This is an optimization exercise on Yosys and OpenROAD, whose aim is small area, a short achievable clock period and few clock cycles per item, not a production implementation.
At most, simulation tests tie the RTL to the original design; equivalence was not proved.

==> indigo: inputs <==
## fft_dit_top
module fft_dit_top (
   input  logic        clk,
   input  logic        rst_n,
   input  logic [15:0] in_x,
   input  logic        in_nd,
   output logic [15:0] out_x,
   output logic        out_nd,
   output logic        overflow
);
   logic [3:0]  wcnt;        
   logic [15:0] d8 [8];
   logic [15:0] d4 [4];
   logic [15:0] d4x;         
   logic [15:0] c1s, c1d;
   bf_w0 u_bf0 (.a(d8[7]), .b(in_x), .s(c1s), .d(c1d));
   always_ff @(posedge clk) begin
      if (in_nd) begin
         d8[0] <= wcnt[3] ? c1d : in_x;
         for (int n = 1; n < 8; n++) d8[n] <= d8[n-1];
         d4[0] <= c1s;
         for (int n = 1; n < 4; n++) d4[n] <= d4[n-1];
      end
   end
   logic [15:0] c1s_q, c1d_q;
   logic        v;
   logic [3:0]  cnt;
   always_ff @(posedge clk) begin
      c1s_q <= c1s;
      c1d_q <= c1d;
      d4x   <= d4[3];
      cnt   <= wcnt;
   end
   always_ff @(posedge clk or negedge rst_n) begin
      if (!rst_n) begin
         v    <= 1'b0;
         wcnt <= '0;
      end else begin
         v <= in_nd;
         if (in_nd) wcnt <= wcnt + 4'd1;
      end
   end
   logic [15:0] g_in [4];
   bf_w0 u_bf1a (.a(d4x), .b(c1s_q), .s(g_in[0]), .d(g_in[2]));
   bf_w4 u_bf1b (.a(d8[4]), .b(c1d_q), .s(g_in[1]), .d(g_in[3]));
   logic [9:0]  xp_in [2], xq_in [2];
   always_comb begin
      xp_in[0] = {{2{g_in[1][7]}},  g_in[1][7:0]}  + {{2{g_in[1][15]}}, g_in[1][15:8]};
      xq_in[0] = {{2{g_in[1][15]}}, g_in[1][15:8]} - {{2{g_in[1][7]}},  g_in[1][7:0]};
      xp_in[1] = {{2{g_in[3][15]}}, g_in[3][15:8]} - {{2{g_in[3][7]}},  g_in[3][7:0]};
      xq_in[1] = 10'd0 - {{2{g_in[3][7]}}, g_in[3][7:0]} - {{2{g_in[3][15]}}, g_in[3][15:8]};
   end
   logic [15:0] y_q [4];
   logic [9:0]  xp_q [2], xq_q [2];
   logic        yv;
   logic [1:0]  yj;
   always_ff @(posedge clk) begin
      y_q[3]  <= g_in[3];
      xp_q[0] <= xp_in[0];
  ...
==> flow/config.mk <==
export PLATFORM = sky130hd
export DESIGN_NAME = fft_dit_top
export DESIGN_NICKNAME = fft_dit_top
export VERILOG_FILES = /design/flow/design.v
export SDC_FILE = /design/flow/constraint.sdc
export NUM_CORES = 4
export LEC_CHECK = 0
export ABC_CLOCK_PERIOD_IN_PS = 3500
export CAP_MARGIN = 20
export CORE_MARGIN = 2
export CORE_UTILIZATION = 40
export SETUP_SLACK_MARGIN = 5
export SLEW_MARGIN = 20
==> flow/constraint.sdc <==
create_clock -name core_clock -period 9.0 [get_ports {clk}]
set_input_delay 1.8000 -clock core_clock [delete_from_list [all_inputs] [get_ports {clk}]]
set_output_delay 1.8000 -clock core_clock [all_outputs]
set_load 0.01 [all_outputs]
standard.sh (not shown) runs the stock make flow with config.mk's settings and CLKGATE_MAP_FILE= SYNTH_SCRIPT=/design/flow/synth_recipe.tcl, a recipe that flattens the netlist after the stock synthesis.
==> flow/flow/run.sh <==
#!/bin/bash
set -euo pipefail
bash standard.sh SETUP_SLACK_MARGIN=5.5 finish > standard_flow.log 2>&1
==> inputs of garnet, as changes to indigo <==
--- a/flow/design.v
+++ b/flow/design.v
@@ -41,25 +41,22 @@
          end
       endcase
    end
    logic [15:0] sp, cp, sq, cq;
    tw_tree u_tp (.x1(r1), .x2(r2), .x3(r3), .x4(r4), .x5(r5), .k(pc), .s(sp), .c(cp));
    tw_tree u_tq (.x1(q1), .x2(q2), .x3(q3), .x4(q4), .x5(q5), .k(qc), .s(sq), .c(cq));
    logic [6:0] lop, loq;
-   logic [5:0] zx, zo;
-   logic       nz;
+   logic [7:0] lcp;
    assign lop = {1'b0, sp[5:0]} + {1'b0, cp[5:0]};
+   assign lcp = {2'b0, sp[5:0]} + {2'b0, cp[5:0]} + 8'd63;
    assign loq = {1'b0, sq[5:0]} + {1'b0, cq[5:0]};
-   assign zx  = sp[5:0] ^ cp[5:0];
-   assign zo  = {sp[4:0] | cp[4:0], 1'b0};
-   assign nz  = (zx != zo);
    assign hp  = sp[14:6];
    assign lp  = cp[14:6];
    assign cfp = lop[6];
-   assign ccp = {lop[6] & nz, lop[6] ^ nz};
+   assign ccp = lcp[7:6];
    assign hq  = sq[14:6];
    assign lq  = cq[14:6];
    assign cfq = loq[6];
 endmodule
 module tw_tree (
    input  logic [15:0] x1, x2, x3, x4, x5, k,
    output logic [15:0] s,
@@ -235,16 +232,16 @@
    logic [9:0]  xp_q [2], xq_q [2];
    logic        yv;
    logic [1:0]  yj;
    always_ff @(posedge clk) begin
       y_q[3]  <= g_in[3];
       xp_q[0] <= xp_in[0];
       xq_q[0] <= xq_in[0];
-      y_q[2]  <= g_in[2];
       if (v & cnt[3] & cnt[2]) begin
+         y_q[2]  <= g_in[2];
          xp_q[1] <= xp_in[1];
          xq_q[1] <= xq_in[1];
       end
       yj <= cnt[1:0];
    end
    always_ff @(posedge clk or negedge rst_n) begin
       if (!rst_n) yv <= 1'b0;
@@ -254,94 +251,113 @@
    logic [15:0] yb [4];
    logic [15:0] da [4];
    logic [15:0] db [4];
    logic [9:0]  xp2h, xq2h;  
    logic        st;          
    logic        c2;          
    logic        y01;         
-   logic        u1;          
+   logic        u1, u2;      
    logic        se, sh, sg;
    always_ff @(posedge clk) begin
       if (c2) begin
          xp2h <= xp_q[1];
          xq2h <= xq_q[1];
       end
    end
    always_ff @(posedge clk or negedge rst_n) begin
       if (!rst_n) begin
          st  <= 1'b0;
          c2  <= 1'b0;
          y01 <= 1'b0;
          u1  <= 1'b0;
+         u2  <= 1'b0;
          se  <= 1'b0;
          sh  <= 1'b0;
          sg  <= 1'b0;
       end else begin
          st  <= v & (cnt == 4'd15);
          c2  <= v & (cnt == 4'd14);
          y01 <= v & (cnt[3:1] == 3'b110);
          u1  <= st;
+         u2  <= u1;
          se  <= (v & (cnt[3:1] == 3'b111)) | st | u1;
          sh  <= (v & (cnt == 4'd15)) | u1;
          sg  <= st | u1;
       end
    end
-   logic [15:0] a0, a2, s0u, d0u, s2u, d2u;
-   assign a0 = cnt[0] ? yb[0] : ya[0];
-   assign a2 = st ? yb[2] : ya[2];
-   bf_w0 u_bf2g0 (.a(a0), .b(g_in[0]), .s(s0u), .d(d0u));
-   bf_w4 u_bf2g2 (.a(a2), .b(y_q[2]), .s(s2u), .d(d2u));
+   logic        e02, h02, g02;    
+   logic [15:0] a02, b02, s02, d02;
+   assign e02 = se;
+   assign h02 = sh;
+   assign g02 = sg;
+   always_ff @(posedge clk) begin
+      if (v & (cnt == 4'd14))      a02 <= ya[0];
+      else if (v & (cnt == 4'd15)) a02 <= yb[0];
+      else if (st)                 a02 <= ya[2];
+      else                         a02 <= yb[2];
+      if (st)      b02 <= db[2];
+      else if (u1) b02 <= y_q[2];
+      else         b02 <= g_in[0];
+   end
+   bf_w04 u_bf02 (.rot(g02), .a(a02), .b(b02), .s(s02), .d(d02));
+   logic        e13p, h13p, g13p;
+   assign e13p = se;
+   assign h13p = sh;
+   assign g13p = sg;
    logic [9:0]  xp13, xq13;
-   assign xp13 = sg ? (sh ? xp_q[1] : xp2h) : xp_q[0];
-   assign xq13 = sg ? (sh ? xq_q[1] : xq2h) : xq_q[0];
+   assign xp13 = g13p ? (h13p ? xp_q[1] : xp2h) : xp_q[0];
+   assign xq13 = g13p ? (h13p ? xq_q[1] : xq2h) : xq_q[0];
    logic [8:0]  ph_re, pl_re, ph_im, pl_im;
    logic        pc_re, pc_im;
    mul_w2_cs u_m13 (.xp(xp13), .xq(xq13),
       .ph_re(ph_re), .pl_re(pl_re), .pc_re(pc_re),
       .ph_im(ph_im), .pl_im(pl_im), .pc_im(pc_im));
    logic [8:0]  qh_re, ql_re, qh_im, ql_im;
    logic        qc_re, qc_im;
    logic        e13, h13, g13;    
    always_ff @(posedge clk) begin
       qh_re <= ph_re; ql_re <= pl_re; qc_re <= pc_re;
       qh_im <= ph_im; ql_im <= pl_im; qc_im <= pc_im;
-      h13   <= sh;
-      g13   <= sg;
+      h13   <= h13p;
+      g13   <= g13p;
    end
    always_ff @(posedge clk or negedge rst_n) begin
       if (!rst_n) e13 <= 1'b0;
-      else        e13 <= se;
+      else        e13 <= e13p;
    end
    logic [15:0] a13, s13, d13;
-   always_ff @(posedge clk) a13 <= sg ? (sh ? yb[3] : ya[3]) : (sh ? yb[1] : ya[1]);
+   always_ff @(posedge clk) a13 <= g13p ? (h13p ? yb[3] : ya[3]) : (h13p ? yb[1] : ya[1]);
    logic [8:0] sr13, si13, dr13, di13;
    assign sr13 = {a13[7],  a13[7:0]}  + qh_re + ql_re + qc_re;
    assign si13 = {a13[15], a13[15:8]} + qh_im + ql_im + qc_im;
    assign dr13 = {a13[7],  a13[7:0]}  - qh_re - ql_re - qc_re;
    assign di13 = {a13[15], a13[15:8]} - qh_im - ql_im - qc_im;
    assign s13 = {si13[8:1], sr13[8:1]};
    assign d13 = {di13[8:1], dr13[8:1]};
    always_ff @(posedge clk) begin
       if (y01) begin
-         if (!yj[0]) begin
-            ya[2] <= y_q[2]; ya[3] <= y_q[3];
+         if (!yj[0]) ya[0] <= b02;
+         else        yb[0] <= b02;
+         if (!yj[0]) ya[2] <= y_q[2];
+         else        yb[2] <= y_q[2];
+         if (!yj[0]) ya[3] <= y_q[3];
+         else        yb[3] <= y_q[3];
+      end
+      if (v & (cnt == 4'd12)) ya[1] <= g_in[1];
+      if (v & (cnt == 4'd13)) yb[1] <= g_in[1];
+      if (c2) db[2] <= y_q[2];
+      if (e02) begin
+         if (!h02) begin
+            ya[{g02, 1'b0}] <= s02;
+            da[{g02, 1'b0}] <= d02;
          end else begin
-            yb[2] <= y_q[2]; yb[3] <= y_q[3];
+            yb[{g02, 1'b0}] <= s02;
+            db[{g02, 1'b0}] <= d02;
          end
       end
-      if (v & (cnt == 4'd12)) begin ya[0] <= g_in[0]; ya[1] <= g_in[1]; end
-      if (v & (cnt == 4'd13)) begin yb[0] <= g_in[0]; yb[1] <= g_in[1]; end
-      if (v & (cnt == 4'd14)) begin ya[0] <= s0u; da[0] <= d0u; end
-      if (v & (cnt == 4'd15)) begin yb[0] <= s0u; db[0] <= d0u; end
-      if (c2) begin
-         ya[2] <= s2u; da[2] <= d2u;
-      end
-      if (st) begin
-         yb[2] <= s2u; db[2] <= d2u;
-      end
       if (e13) begin
          if (!h13) begin
             ya[{g13, 1'b1}] <= s13;
             da[{g13, 1'b1}] <= d13;
          end else begin
             yb[{g13, 1'b1}] <= s13;
             db[{g13, 1'b1}] <= d13;
@@ -354,34 +370,32 @@
    logic        r_v;
    logic [15:0] sb;
    logic [15:0] b_q;
    logic [8:0]  su_q, df_q;
    logic [3:0]  m_q;         
    logic        m_v;
    logic [15:0] sa;
-   assign r_v = st | r_act;
+   assign r_v = u1 | r_act;
    assign m_r = r_m;
-   logic [15:0] sg3;
-   assign sg3 = m_r[2] ? db[m_r[1:0]] : yb[m_r[1:0]];
-   assign sb  = ((m_r[3:2] == 2'd0) & m_r[0]) ? s13 : sg3;
+   assign sb = m_r[2] ? db[m_r[1:0]] : yb[m_r[1:0]];
    always_ff @(posedge clk) begin
       b_q  <= sb;
-      su_q <= {sg3[7], sg3[7:0]} + {sg3[15], sg3[15:8]};
-      df_q <= {sg3[15], sg3[15:8]} - {sg3[7], sg3[7:0]};
+      su_q <= {sb[7], sb[7:0]} + {sb[15], sb[15:8]};
+      df_q <= {sb[15], sb[15:8]} - {sb[7], sb[7:0]};
       m_q  <= m_r;
    end
    always_ff @(posedge clk or negedge rst_n) begin
       if (!rst_n) begin
          r_act <= 1'b0;
          r_m   <= '0;
          m_v   <= 1'b0;
       end else begin
          m_v <= r_v;
          if (r_v) r_m <= r_m + 4'd1;
-         if (st) r_act <= 1'b1;
+         if (u1) r_act <= 1'b1;
          else if (&r_m) r_act <= 1'b0;
       end
    end
    assign sa = m_q[2] ? da[m_q[1:0]] : ya[m_q[1:0]];
    logic [8:0]  thp, tlp, thq, tlq;
    logic        tcfp, tcfq;
    logic [1:0]  tccp;
- TNS_END_PERCENT: not set -> 20
==> out/qor.yml <==
worst_setup_path:
  reg2reg_depth: 15
die:
  die_h_um: 332
finish:
  nNetsFinal: 4220
  nFillCells: 9698
synthesis:
  syn-cell-area_um2: 43100
drt:
  vias: 27100
run_status:
  status: "no timing/DRC/antenna violations"
grt:
  grt_max_degree: 80
place:
  postPlaceCellArea_um2: 44900
  dp_slack_ps: 4460
# the run above: garnet

==> out/qor.yml <==
run_status:
  status: "no timing/DRC/antenna violations"
grt:
  grt_max_degree: 123
cts:
  cts_buffers: 83
place:
  dp_slack_ps: 4670
  postPlaceCellArea_um2: 44200
worst_setup_path:
  reg2reg_depth: 13
finish:
  largest_reg_flops: 128
  nNetsFinal: 4132
die:
  die_h_um: 329
drt:
  vias: 26300
# the run above: indigo

Testbench counts of indigo, summed over its fixed seeds: cycles 6,848, frames 384.
Only the layout flow was run in garnet; the RTL was not checked for function there.

==> job 3918 <==
Another version of the RTL of fft_dit_top (not shown whole).
clock: 9.0 ns
lec_check: 0
abc_clock_period_in_ps: 3500
cap_margin: 20
core_margin: 2
core_utilization: 40
setup_slack_margin: 5
slew_margin: 20
==> flow/flow/run.sh <==
#!/bin/bash
set -euo pipefail
bash standard.sh SETUP_SLACK_MARGIN=5.8 finish > standard_flow.log 2>&1
==> inputs of job 9875, as changes to job 3918 <==
--- a/flow/design.v
+++ b/flow/design.v
@@ -185,42 +185,44 @@
    output logic [15:0] out_x,
    output logic        out_nd,
    output logic        overflow
 );
    logic [3:0]  wcnt;        
    logic [15:0] d8 [8];
-   logic [15:0] d4 [5];
+   logic [15:0] d4 [4];
+   logic [15:0] d4x;         
    logic [15:0] c1s, c1d;
    bf_w0 u_bf0 (.a(d8[7]), .b(in_x), .s(c1s), .d(c1d));
    always_ff @(posedge clk) begin
       if (in_nd) begin
          d8[0] <= wcnt[3] ? c1d : in_x;
          for (int n = 1; n < 8; n++) d8[n] <= d8[n-1];
          d4[0] <= c1s;
-         for (int n = 1; n < 5; n++) d4[n] <= d4[n-1];
+         for (int n = 1; n < 4; n++) d4[n] <= d4[n-1];
       end
    end
    logic [15:0] c1s_q, c1d_q;
    logic        v;
    logic [3:0]  cnt;
    always_ff @(posedge clk) begin
       c1s_q <= c1s;
       c1d_q <= c1d;
+      d4x   <= d4[3];
       cnt   <= wcnt;
    end
    always_ff @(posedge clk or negedge rst_n) begin
       if (!rst_n) begin
          v    <= 1'b0;
          wcnt <= '0;
       end else begin
          v <= in_nd;
          if (in_nd) wcnt <= wcnt + 4'd1;
       end
    end
    logic [15:0] g_in [4];
-   bf_w0 u_bf1a (.a(d4[4]), .b(c1s_q), .s(g_in[0]), .d(g_in[2]));
+   bf_w0 u_bf1a (.a(d4x), .b(c1s_q), .s(g_in[0]), .d(g_in[2]));
    bf_w4 u_bf1b (.a(d8[4]), .b(c1d_q), .s(g_in[1]), .d(g_in[3]));
    logic [9:0]  xp_in [2], xq_in [2];
    always_comb begin
       xp_in[0] = {{2{g_in[1][7]}},  g_in[1][7:0]}  + {{2{g_in[1][15]}}, g_in[1][15:8]};
       xq_in[0] = {{2{g_in[1][15]}}, g_in[1][15:8]} - {{2{g_in[1][7]}},  g_in[1][7:0]};
       xp_in[1] = {{2{g_in[3][15]}}, g_in[3][15:8]} - {{2{g_in[3][7]}},  g_in[3][7:0]};
@@ -247,22 +249,20 @@
       else        yv <= v & cnt[3] & cnt[2];
    end
    logic [15:0] ya [4];
    logic [15:0] yb [4];
    logic [15:0] da [4];
    logic [15:0] db [4];
-   logic [15:0] y2h;         
    logic [9:0]  xp2h, xq2h;  
    logic        st;          
    logic        c2;          
    logic        y01;         
    logic        u1, u2;      
    logic        se, sh, sg;
    always_ff @(posedge clk) begin
       if (c2) begin
-         y2h  <= y_q[2];
          xp2h <= xp_q[1];
          xq2h <= xq_q[1];
       end
    end
    always_ff @(posedge clk or negedge rst_n) begin
       if (!rst_n) begin
@@ -288,13 +288,13 @@
    logic        e02, h02, g02;    
    logic [15:0] a02, b02, s02, d02;
    assign e02 = se;
    assign h02 = sh;
    assign g02 = sg;
    assign a02 = g02 ? (h02 ? yb[2] : ya[2]) : (h02 ? yb[0] : ya[0]);
-   assign b02 = g02 ? (h02 ? y_q[2] : y2h) : y_q[0];
+   assign b02 = g02 ? (h02 ? y_q[2] : db[2]) : y_q[0];
    bf_w04 u_bf02 (.rot(g02), .a(a02), .b(b02), .s(s02), .d(d02));
    logic        e13p, h13p, g13p;
    assign e13p = se;
    assign h13p = sh;
    assign g13p = sg;
    logic [9:0]  xp13, xq13;
@@ -335,12 +335,13 @@
          end
          if (!yj[0]) ya[3] <= y_q[3];
          else        yb[3] <= y_q[3];
       end
       if (v & (cnt == 4'd12)) ya[1] <= g_in[1];
       if (v & (cnt == 4'd13)) yb[1] <= g_in[1];
+      if (c2) db[2] <= y_q[2];
       if (e02) begin
          if (!h02) begin
             ya[{g02, 1'b0}] <= s02;
             da[{g02, 1'b0}] <= d02;
          end else begin
             yb[{g02, 1'b0}] <= s02;
==> flow/flow/run.sh (replaced) <==
#!/bin/bash
set -euo pipefail
bash standard.sh SETUP_SLACK_MARGIN=5.5 finish > standard_flow.log 2>&1
==> comparison <==
- In job 9875 the global-route usage is lower than in job 3918, by 0.29 points.
- Of job 9875 and job 3918, job 3918 has the higher utilization (gap 2.3 points).
- Against job 3918, the register-to-register slack of job 9875 is lower by 0.06 ns.
- Between job 3918 and job 9875, the lower sequential cell count is in job 9875 (gap 16).
Testbench counts of job 3918, summed over its fixed seeds: cycles 7,040, frames 384.
Testbench counts of job 9875, summed over its fixed seeds: cycles 7,040, frames 384.

[port drivers added, routing unchanged]
In the flow no input, the clock included, has a driving cell. The finished layouts below were timed again as built, in two steps. Step 1: set_driving_cell puts a clkbuf_16 on clk and a buf_2 on each other input, an assumption about the parent block. Step 2 also shifts input and output timing later by t, the mid clock arrival at the registers, as if the neighbouring blocks saw the same clock. Slacks: ideal / step 1 / step 2; pairs: ideal / step 1.
| run | t, ns | setup slack, ns | slew at the worst register clock pin (ns) | worst data-port slew with drivers (ns) |
|---|---|---|---|---|
| indigo | 0.716 | 5.492 / 5.492 / 4.957 | 0.07 / 0.07 | 0.04 |
| garnet | 0.728 | 5.421 / 5.421 / 4.796 | 0.06 / 0.06 | 0.04 |
| job 3918 | 0.727 | 5.516 / 5.516 / 5.183 | 0.07 / 0.07 | 0.04 |
| job 9875 | 0.705 | 5.454 / 5.454 / 4.944 | 0.07 / 0.07 | 0.04 |
After both steps every run listed still meets setup and hold. The setup slack of garnet, which loses most, moves by 0.000 ns with the drivers and by -0.625 ns with both steps.
